Context: an optimization exercise on an open-source flow, tuned for a short achievable clock period and few clock cycles per item. The choices shown serve that exercise and are no tape-out recipe. In this exercise RTL edits were held to simulation tests only and were not proved equivalent to the original. Power figures rest on the tool's default switching activity, not on a simulated workload.

Design armCore, start of the top module:
module armCore (
  input  wire logic        clk,
  input  wire logic        rstN,
  output logic             wbCyc,
  output logic             wbStb,
  output logic [31:0]      wbAdr,
  input  wire logic [31:0] wbDatI,
  input  wire logic        wbAck,
  output logic             retireValid,
  output logic [3:0]       retireReg,
  output logic [31:0]      retireData,
  output logic [3:0]       flags
);
Size: ~3,700 cells after synthesis, about 910 flip-flops, about 110 I/O pins, ~0.041 mm2 of cells after synthesis.
clock: 9.0 ns
lec_check: 0
abc_clock_period_in_ps: 1500
cap_margin: 30
core_margin: 2
core_utilization: 50
cts_cluster_diameter: 70
cts_cluster_size: 22
slew_margin: 30
standard.sh (not shown) runs the stock make flow with config.mk's settings and CLKGATE_MAP_FILE= SYNTH_SCRIPT=/design/flow/synth_recipe.tcl, a recipe that flattens the netlist after the stock synthesis.
==> flow/flow/run.sh <==
#!/bin/bash
set -euo pipefail
bash standard.sh SETUP_SLACK_MARGIN=${MARGIN:-6.35} finish > orfs_make.log 2>&1
Testbench counts at the start, summed over its fixed seeds: cycles 19,675, instrs 9,600.
Edit:
--- a/flow/design.v
+++ b/flow/design.v
@@ -117,40 +117,41 @@
       2'd1: immF = {immW[15:8], immW[7:0], 16'b0};
       2'd2: immF = {8'b0, immW[15:8], immW[7:0], 8'b0};
       default: immF = {16'b0, immW[15:8], immW[7:0]};
     endcase
   end
   assign subF = wbDatI[24:21] == 4'd2;
   logic        irV;
   logic        irPJ;
   logic [31:0] irQ;
   logic [31:0] irPc4;
   logic [31:0] immB;
   logic [15:0] rnSel;     
+  logic [31:0] jA;        
+  logic [31:0] jB;
   logic [31:0] jOp;       
   logic        jCin;
   logic        xV;
   logic        xPJ;
   logic        xJS;       
   logic [31:0] xJT;
   logic        lateQ;     
   logic        lateTk;
   logic [31:0] resQ;
   logic [31:0] xX;
   logic [31:0] xY;
   logic [3:0]  xCond;
   logic        xS;
   logic        xWr;
   logic [3:0]  xRd;
-  logic [14:0] xWeSel;    
   logic        xArith;
   logic [1:0]  xLsel;
   logic [1:0]  xCsel;
   logic [14:0][31:0] rf;
   logic [14:0] rfOk;
   logic        nQ;
   logic        cQ;
   logic        vQ;
   logic        zf;
   logic        zNext;
   assign potJ   = (wbDatI[15:12] == 4'hF) && (wbDatI[24:23] != 2'b10) &&
                   (condOk(wbDatI[31:28], nQ, zf, cQ, vQ) || (irV && irQ[20]) || (xV && xS));
@@ -266,54 +267,49 @@
   logic [32:0] jAdd;
   assign flagsStable = !(xV && xS) || irQ[31:28] == 4'hE ||
                        (!xArith && (irQ[31:28] == 4'd2 || irQ[31:28] == 4'd3 ||
                                     irQ[31:28] == 4'd6 || irQ[31:28] == 4'd7));
   assign irCondOk    = condOk(irQ[31:28], nQ, zf, cQ, vQ);
   assign logicOp     = op[3:2] == 2'b11 || op[3:1] == 3'b000;
   assign pcAddSub    = rn == 4'hF && (op == 4'd4 || op == 4'd2);
   assign simpleJ     = (logicOp && (rn == 4'hF || !(xV && xWr && xRd == rn))) || pcAddSub;
   assign early       = irV && irPJ && flagsStable && (simpleJ || !irCondOk);
   assign earlyTake   = irCondOk && simpleJ;
   assign jAdd        = ksAdd(irPc4, jOp, jCin);
   assign jSum        = jAdd[31:0];
-  always_comb
-  begin
-    case (op)
-      4'd0:    jLogic = rfv & immB;
-      4'd1:    jLogic = rfv ^ immB;
-      4'd12:   jLogic = rfv | immB;
-      4'd13:   jLogic = immB;
-      4'd14:   jLogic = rfv & ~immB;
-      default: jLogic = ~immB;
-    endcase
-  end
+  assign jLogic = (rfv & jA) ^ jB;
   assign jTarget = logicOp ? jLogic : jSum;
   logic        stbNext;
   logic [31:0] adrNext;
+  logic [31:0] adrRest;
+  logic        selJL;
+  logic        selJS;
+  assign selJL = early && earlyTake && logicOp;
+  assign selJS = early && earlyTake && !logicOp;
   always_comb
   begin
     stbNext = stbQ;
     if (fire)
       stbNext = !potJ;
     else if (!jwQ || resolve || early || lateQ)
       stbNext = 1'b1;
-    adrNext = adrQ;
+    adrRest = adrQ;
     if (fire)
-      adrNext = adrInc;
-    else if (early && earlyTake)
-      adrNext = jTarget;
+      adrRest = adrInc;
     else if (resolve && take)
-      adrNext = xJT;
+      adrRest = xJT;
     else if (lateQ && lateTk)
-      adrNext = resQ;
+      adrRest = resQ;
+    adrNext = ({32{selJL}} & jLogic) | ({32{selJS}} & jSum) |
+              ({32{!(selJL || selJS)}} & adrRest);
   end
   logic        wbStbQ;
   logic [31:0] wbAdrQ;
   always_ff @(posedge clk or negedge rstN)
   begin
     if (!rstN)
     begin
       wbStbQ <= 1'b0;
     end
     else
     begin
       wbStbQ <= fire ? !potJ : (stbQ || !jwQ || resolve || early || lateQ);
@@ -358,56 +354,64 @@
       xV  <= irV;
     end
   end
   always_ff @(posedge clk)
   begin
     irQ   <= wbDatI;
     irPJ  <= potJ;
     irPc4 <= adrInc;
     immB  <= immF;
     for (int k = 0; k < 16; k++)
       rnSel[k] <= wbDatI[19:16] == k;
     jOp   <= subF ? ~immF : immF;
+    case (wbDatI[24:21])
+      4'd0:    begin jA <= immF;      jB <= 32'b0; end    
+      4'd1:    begin jA <= '1;        jB <= immF;  end    
+      4'd12:   begin jA <= ~immF;     jB <= immF;  end    
+      4'd13:   begin jA <= 32'b0;     jB <= immF;  end    
+      4'd14:   begin jA <= ~immF;     jB <= 32'b0; end    
+      default: begin jA <= 32'b0;     jB <= ~immF; end    
+    endcase
     jCin  <= subF;
     xPJ    <= irPJ && !early;
     xJS    <= simpleJ;
     xJT    <= jTarget;
     if (xV)
       resQ <= res;
     xX     <= (fwd && !swap) ? res : otherX;
     xY     <= (fwd && swap) ? ~res : otherY;
     xCond  <= irQ[31:28];
     xS     <= irQ[20];
     xWr    <= irQ[24:23] != 2'b10;
     xRd    <= irQ[15:12];
-    for (int k = 0; k < 15; k++)
-      xWeSel[k] <= irQ[15:12] == k && irQ[24:23] != 2'b10;
     xArith <= arith;
     xLsel  <= lsel;
     xCsel  <= csel;
   end
+  logic rfWe;
+  assign rfWe = take && xWr && xRd != 4'hF;
   for (genvar k = 0; k < 15; k++)
   begin : gRf
     always_ff @(posedge clk)
     begin
-      if (take && xWeSel[k])
+      if (rfWe && xRd == k)
         rf[k] <= res;
     end
   end
   always_ff @(posedge clk or negedge rstN)
   begin
     if (!rstN)
       rfOk <= '0;
-    else
-      rfOk <= rfOk | ({15{take}} & xWeSel);
+    else if (rfWe)
+      rfOk[xRd] <= 1'b1;
   end
   always_ff @(posedge clk or negedge rstN)
   begin
     if (!rstN)
     begin
       nQ <= 1'b0;
       cQ <= 1'b0;
       vQ <= 1'b0;
       zf <= 1'b0;
     end
     else if (take && xS)
     begin
The changed run finished with antenna rules left.
Combinational power rose by 37%.
Non-clock buffer count fell by 67.
First-iteration DRC count rose by 0.65%.
Sequential share of layout area rose by 1.9 points.
Routed wire length fell by 1.3%.
Power rose by 8.5%.
Cell area fell by 0.52%.
Die area rose by 0.41%.
Worst setup slack is worse by 0.083 ns.
Cell count fell by 2.3%.
Synthesized cell count fell by 2.1%.
Critical path depth fell by 1.
Fmax fell by 2.6%.
Global-route usage rose by 1.5 points.
Testbench counts after the change, summed over its fixed seeds: cycles 19,675, instrs 9,600.

---

Setup of before:
Another version of the RTL of armCore (not shown whole).
Size in the first run: ~3800 cells after synthesis, about 890 flip-flops.
Design armCore, start of the top module:
module armCore (
  input  wire logic        clk,
  input  wire logic        rstN,
  output logic             wbCyc,
  output logic             wbStb,
  output logic [31:0]      wbAdr,
  input  wire logic [31:0] wbDatI,
  input  wire logic        wbAck,
  output logic             retireValid,
  output logic [3:0]       retireReg,
  output logic [31:0]      retireData,
  output logic [3:0]       flags
);
Settings: LEC_CHECK=0, ABC_CLOCK_PERIOD_IN_PS=1500, CAP_MARGIN=30, CORE_MARGIN=2, CORE_UTILIZATION=50, SLEW_MARGIN=30; clock period 9.0 ns.
Scripts as last shown in full above: flow/flow/run.sh
Every stage of the flow completed for before, and the final layout passed the timing, design-rule and antenna checks.
Testbench counts of before, summed over its fixed seeds: cycles 19,675, instrs 9,600.
### before -> after
--- a/flow/design.v
+++ b/flow/design.v
@@ -123,12 +123,14 @@
   logic        irV;
   logic        irPJ;
   logic [31:0] irQ;
   logic [31:0] irPc4;
   logic [31:0] immB;
   logic [15:0] rnSel;     
+  logic [31:0] jA;        
+  logic [31:0] jB;
   logic [31:0] jOp;       
   logic        jCin;
   logic        xV;
   logic        xPJ;
   logic        xJS;       
   logic [31:0] xJT;
@@ -271,42 +273,37 @@
   assign pcAddSub    = rn == 4'hF && (op == 4'd4 || op == 4'd2);
   assign simpleJ     = (logicOp && (rn == 4'hF || !(xV && xWr && xRd == rn))) || pcAddSub;
   assign early       = irV && irPJ && flagsStable && (simpleJ || !irCondOk);
   assign earlyTake   = irCondOk && simpleJ;
   assign jAdd        = ksAdd(irPc4, jOp, jCin);
   assign jSum        = jAdd[31:0];
-  always_comb
-  begin
-    case (op)
-      4'd0:    jLogic = rfv & immB;
-      4'd1:    jLogic = rfv ^ immB;
-      4'd12:   jLogic = rfv | immB;
-      4'd13:   jLogic = immB;
-      4'd14:   jLogic = rfv & ~immB;
-      default: jLogic = ~immB;
-    endcase
-  end
+  assign jLogic = (rfv & jA) ^ jB;
   assign jTarget = logicOp ? jLogic : jSum;
   logic        stbNext;
   logic [31:0] adrNext;
+  logic [31:0] adrRest;
+  logic        selJL;
+  logic        selJS;
+  assign selJL = early && earlyTake && logicOp;
+  assign selJS = early && earlyTake && !logicOp;
   always_comb
   begin
     stbNext = stbQ;
     if (fire)
       stbNext = !potJ;
     else if (!jwQ || resolve || early || lateQ)
       stbNext = 1'b1;
-    adrNext = adrQ;
+    adrRest = adrQ;
     if (fire)
-      adrNext = adrInc;
-    else if (early && earlyTake)
-      adrNext = jTarget;
+      adrRest = adrInc;
     else if (resolve && take)
-      adrNext = xJT;
+      adrRest = xJT;
     else if (lateQ && lateTk)
-      adrNext = resQ;
+      adrRest = resQ;
+    adrNext = ({32{selJL}} & jLogic) | ({32{selJS}} & jSum) |
+              ({32{!(selJL || selJS)}} & adrRest);
   end
   logic        wbStbQ;
   logic [31:0] wbAdrQ;
   always_ff @(posedge clk or negedge rstN)
   begin
     if (!rstN)
@@ -363,12 +360,20 @@
     irPJ  <= potJ;
     irPc4 <= adrInc;
     immB  <= immF;
     for (int k = 0; k < 16; k++)
       rnSel[k] <= wbDatI[19:16] == k;
     jOp   <= subF ? ~immF : immF;
+    case (wbDatI[24:21])
+      4'd0:    begin jA <= immF;      jB <= 32'b0; end    
+      4'd1:    begin jA <= '1;        jB <= immF;  end    
+      4'd12:   begin jA <= ~immF;     jB <= immF;  end    
+      4'd13:   begin jA <= 32'b0;     jB <= immF;  end    
+      4'd14:   begin jA <= ~immF;     jB <= 32'b0; end    
+      default: begin jA <= 32'b0;     jB <= ~immF; end    
+    endcase
     jCin  <= subF;
     xPJ    <= irPJ && !early;
     xJS    <= simpleJ;
     xJT    <= jTarget;
     if (xV)
       resQ <= res;
### Flow results
- Higher data arrival time of the critical path was reported by after, not before.
- What after reported for number of sinks on the clock net has to be multiplied by 0.933 to get the figure for before.
- Compared before against after; synthesized area within noise.
- In the metrics for before and after, the one carrying the lower global routing usage on met3 is after.
- Share of total power in combinational logic (higher): after
- As of after, number of flip-flops and latches had risen by a little under 10% compared to before.
- The routed wire length of after falls short of that of before by 14000 um.
- Of the two values seen for critical-path cell with the highest stage delay, dfrtp_1 was produced by before and or4b_1 by after.
- The sum of internal, switching and leakage power of after was inferior to that of before.
Testbench counts of after, summed over its fixed seeds: cycles 19,675, instrs 9,600.

[port drivers added, routing unchanged]
The results above use ideal ports. As a check the final layouts listed here were re-extracted and re-timed, cells and wires unchanged.
Step 1, drivers: a clkbuf_16 drives clk and a buf_2 each remaining input, both assumed.
Step 2 also shifts input and output timing later by t, the mid clock arrival at the registers, as if the neighbouring blocks saw the same clock.
Slacks: ideal ports / drivers / drivers and shift; pairs: ideal ports / drivers.
run | shift t [ns] | setup slack, ns | worst slew at a driven data input, ns | pins driven straight from the clock port
the first run of note 1 | 0.740 | 5.895 / 5.895 / 5.484 | 0.13 | 1
the second run of note 1 | 0.726 | 5.812 / 5.812 / 5.455 | 0.13 | 1
before | 0.739 | 5.984 / 5.910 / 5.515 | 0.05 | 1
after | 0.757 | 5.790 / 5.790 / 5.416 | 0.11 | 1
The setup slack of before, which loses most, moves by -0.074 ns with the drivers and by -0.469 ns with both steps.
